From an optimization exercise on the open Yosys and OpenROAD flow, aimed at small area, a short achievable clock period and few clock cycles per item; shortcuts taken in it are not production practice.
Where RTL was checked, it was by simulation tests only, not by an equivalence proof against the original.
No activity file was given, so power comes from the tool's default toggle rates.

Setup of lane 1:
## delimiter_text_splitter_core
module delimiter_text_splitter_core (
    input  logic        aclk,
    input  logic        aresetn,
    input  logic        cfg_we,
    input  logic [2:0]  cfg_addr,
    input  logic [31:0] cfg_wdata,
    input  logic        s_tvalid,
    output logic        s_tready,
    input  logic [7:0]  s_tdata,    
    input  logic        s_tlast,
    output logic        m_tvalid,
    input  logic        m_tready,
    output logic [47:0] m_tdata,    
    output logic [3:0]  m_tuser,    
    output logic        m_tlast
);
    logic [127:0] cfg_bytes;
    logic [11:0]  cfg_lens;
    logic [2:0]   cfg_count;
    logic [11:0]  leff;
    logic [5:0]   cfg_en;
    logic [31:0]  cfg_d0, cfg_d1, cfg_d2, cfg_d3;
    logic [11:0]  cfg_d4;
    logic [2:0]   cfg_d5;
    always_comb begin
        for (int k = 0; k < 6; k++) begin
            cfg_en[k] = !aresetn || (cfg_we && cfg_addr == 3'(k));
        end
        cfg_d0 = aresetn ? cfg_wdata : 32'h0000_0A0A;
  ...
Size in the first run: roughly 100 I/O pins, ~14,000 um2 of cells after synthesis.
==> flow/config.mk <==
export PLATFORM = sky130hd
export DESIGN_NAME = delimiter_text_splitter_core
export DESIGN_NICKNAME = delimiter_text_splitter_core
export VERILOG_FILES = /design/flow/design.v
export SDC_FILE = /design/flow/constraint.sdc
export NUM_CORES = 4
export LEC_CHECK = 0
export CAP_MARGIN = 20
export CORE_MARGIN = 2
export CORE_UTILIZATION = 50
export CTS_CLUSTER_DIAMETER = 80
export CTS_CLUSTER_SIZE = 24
export SLEW_MARGIN = 20
==> flow/constraint.sdc <==
create_clock -name core_clock -period 16.0 [get_ports {aclk}]
set_input_delay 3.2000 -clock core_clock [delete_from_list [all_inputs] [get_ports {aclk}]]
set_output_delay 3.2000 -clock core_clock [all_outputs]
set_load 0.01 [all_outputs]
standard.sh (not shown) runs the stock make flow with config.mk's settings and CLKGATE_MAP_FILE= SYNTH_SCRIPT=/design/flow/synth_recipe.tcl, a recipe that flattens the netlist after the stock synthesis.
==> flow/flow/run.sh <==
#!/bin/bash
# The standard layout with buf_2 port buffers, and timing repair aimed at a
# setup slack well above zero so that the layout's paths get sized for speed.
set -euo pipefail
bash standard.sh BUFFER_PORTS_ARGS="-buffer_cell sky130_fd_sc_hd__buf_2" SETUP_SLACK_MARGIN=11.9 TNS_END_PERCENT=100 finish > standard_flow.log 2>&1
Input-level comparison between lane 2 and lane 1:
diff --git a/flow/design.v b/flow/design.v
--- a/flow/design.v
+++ b/flow/design.v
@@ -91,32 +91,33 @@
     logic [20:0] qr;
     logic        near;
     logic [2:0]  pr;
     logic        o_v;
     logic [19:0] o_off;
     logic [20:0] o_len;
     logic        o_hit, o_tl, o_fin;
     logic [1:0]  o_num;
-    logic [21:0] d0;
+    logic [19:0] nstart;                 
+    logic [21:0] d0;                     
     function automatic logic [2:0] head_yield(input logic v0, input logic l0,
                                               input logic m, input logic [1:0] sk,
                                               input logic [1:0] hr, input logic ph);
         logic h;
         h = v0 && sk == 2'd0 && m && !ph;
         head_yield = {h, v0 && (h || l0), l0 && h && hr != 2'd3};
     endfunction
     logic        flush, shift, load, hit, produce, split, fin;
     logic [3:0]  avail_ge;
     logic        match;
     logic [1:0]  mnum;
     logic [2:0]  mlen;
     logic [2:0]  lx;
     logic        t_tl;
-    logic        te_top;                
+    logic [20:0] t_end;
     logic [21:0] len_raw;
     logic [20:0] t_len;
     assign flush = !in_v && (rv[3] ? rl[3] : rv[2] ? rl[2] : rv[1] ? rl[1] : rv[0] && rl[0]);
     assign {hit, produce, split} = head_yield(rv[0], rl[0], mr_match, skip, hrun, phase);
     assign fin   = rl[0] && !split;
     assign load  = (in_v || flush) && produce && !o_v;
     assign shift = (in_v || flush) && (!produce || !o_v) && !split;
     assign avail_ge = {!(rl[1] || rl[2] || rl[3]), !(rl[1] || rl[2]), !rl[1], 1'b1};
@@ -127,23 +128,25 @@
         .leff      (leff),
         .match     (match),
         .num       (mnum),
         .len       (mlen)
     );
     always_comb begin
         logic [2:0] a4;                  
         logic [2:0] s3;
+        logic [2:0] t3;
         a4      = rl[0] ? 3'd3 : rl[1] ? 3'd2 : rl[2] ? 3'd1 : 3'd0;
         t_tl    = near && (pr > a4);
         lx      = hit ? mr_len : 3'd1;
         s3      = {1'b0, d0[1:0]} + lx;
         len_raw = {s3[2] ? d0[21:2] + 20'd1 : d0[21:2], s3[1:0]};
         t_len   = len_raw[21] ? 21'd0 : len_raw[20:0];
-        te_top  = near && ({1'b0, qr[1:0]} + mr_len == 3'd4);
+        t3      = {1'b0, qr[1:0]} + lx;
+        t_end   = {t3[2] ? qr[20:2] + 19'd1 : qr[20:2], t3[1:0]};
     end
     logic [3:0]  rv_nx, rl_nx;
     logic        mr_match_nx;
     logic [1:0]  skip_nx, hrun_nx;
     logic        phase_nx;
     logic [20:0] qr_nx;
     logic        near_nx;
     logic [2:0]  pr_nx;
@@ -201,46 +204,32 @@
                 qr_nx = '0;
             end
         end
         if (!aresetn) begin
             rv_nx    = '0;
             phase_nx = 1'b0;
         end
     end
-    logic [21:0] d0_nx;
-    always_comb begin
-        logic dq;
-        dq = !near || (qr_nx[1:0] != qr[1:0]);
-        if (load && fin) begin
-            d0_nx = '0;
-        end else if (load) begin
-            d0_nx = {21'd0, shift && dq} - {19'd0, mr_len} + {21'd0, te_top};
-        end else if (shift) begin
-            d0_nx = !(rv[0] && !rl[0]) ? 22'd0 : dq ? d0 + 22'd1 : d0;
-        end else begin
-            d0_nx = d0;
-        end
-    end
     always_ff @(posedge aclk) begin
         rv    <= rv_nx;
         phase <= phase_nx;
     end
     always_ff @(posedge aclk) begin
         if (shift) begin
             rb       <= {in_d, rb[31:8]};
             mr_num   <= mnum;
             mr_len   <= mlen;
         end
         rl       <= rl_nx;
         mr_match <= mr_match_nx;
         skip     <= skip_nx;
         hrun     <= hrun_nx;
         qr       <= qr_nx;
-        d0       <= d0_nx;
+        d0       <= {1'b0, qr_nx} - {2'b00, nstart};
         near     <= near_nx;
         pr       <= pr_nx;
     end
     logic in_v_nx, o_v_nx;
     logic [2:0] y_nx;
     assign in_v_nx = rdy_q ? s_tvalid : in_v;
     assign o_v_nx  = load || (o_v && !m_tready);
     assign y_nx    = head_yield(rv_nx[0], rl_nx[0], mr_match_nx, skip_nx, hrun_nx, phase_nx);
@@ -256,25 +245,27 @@
     always_ff @(posedge aclk) begin
         if (rdy_q) begin
             in_d <= s_tdata;
             in_l <= s_tlast;
         end
     end
     always_ff @(posedge aclk) begin
         if (!aresetn) begin
-            o_v <= 1'b0;
+            o_v    <= 1'b0;
+            nstart <= '0;
         end else begin
             o_v <= o_v_nx;
-        end
-    end
-    logic [21:0] t_off;
-    assign t_off = {1'b0, qr} - d0;
-    always_ff @(posedge aclk) begin
-        o_off <= ({20{load}} & t_off[19:0]) | ({20{!load}} & o_off);
+            if (load) begin
+                nstart <= fin ? 20'd0 : (t_end[20] ? 20'hFFFFF : t_end[19:0]);
+            end
+        end
+    end
+    always_ff @(posedge aclk) begin
+        o_off <= ({20{load}} & nstart) | ({20{!load}} & o_off);
         o_len <= ({21{load}} & t_len) | ({21{!load}} & o_len);
         o_hit <= (load & hit) | (!load & o_hit);
         o_num <= ({2{load & hit}} & mr_num) | ({2{!load}} & o_num);
         o_tl  <= (load & t_tl) | (!load & o_tl);
         o_fin <= (load & fin) | (!load & o_fin);
     end
     assign s_tready = rdy_q;
     assign m_tvalid = o_v;
## What came out
Lane 2 was carried through to the last stage, and its layout satisfied the timing, DRC and antenna checks.
Worst supply voltage drop on vdd (lane 2 vs. lane 1) decreases slightly
On worst hold slack after final layout, lane 2 does worse than lane 1.
Relative to lane 1, overall global routing resource usage has decreased by 0.71 points in lane 2.
Compared with lane 1, lane 2 shows initial core utilization higher by 0.71 points.
Between lane 2 and lane 1, the utilization after layout is lower for lane 1.
Total power: lane 2 above lane 1
Testbench counts of lane 2, summed over its fixed seeds: cycles 169,958, bytes 166,651.
Function not checked in lane 1: the RTL went through the layout flow alone.

## port drivers added, routing unchanged
How much do the figures lean on ideal ports? The routed layouts below were timed once more, with nothing changed but the port constraints. Step 1 assumes that a clkbuf_16 drives the clock port and a buf_2 every other input. Step 2 times the ports against the registers' clock, not the clock port: input delays grow and output delays shrink by t, the midpoint of the rising clock arrivals with the driver on. Slacks: ideal / step 1 / step 2; pairs: ideal / step 1.
| run | t, ns | setup slack, ns | slew at the worst register clock pin (ns) | cell pins on the clock port's net |
|---|---|---|---|---|
| lane 1 | 0.560 | 11.708 / 11.656 / 11.378 | 0.10 / 0.10 | 1 |
| lane 2 | 0.562 | 11.763 / 11.713 / 11.446 | 0.11 / 0.11 | 1 |
After both steps every run listed still meets setup and hold. The setup slack of lane 1, which loses most, moves by -0.052 ns with the drivers and by -0.330 ns with both steps.
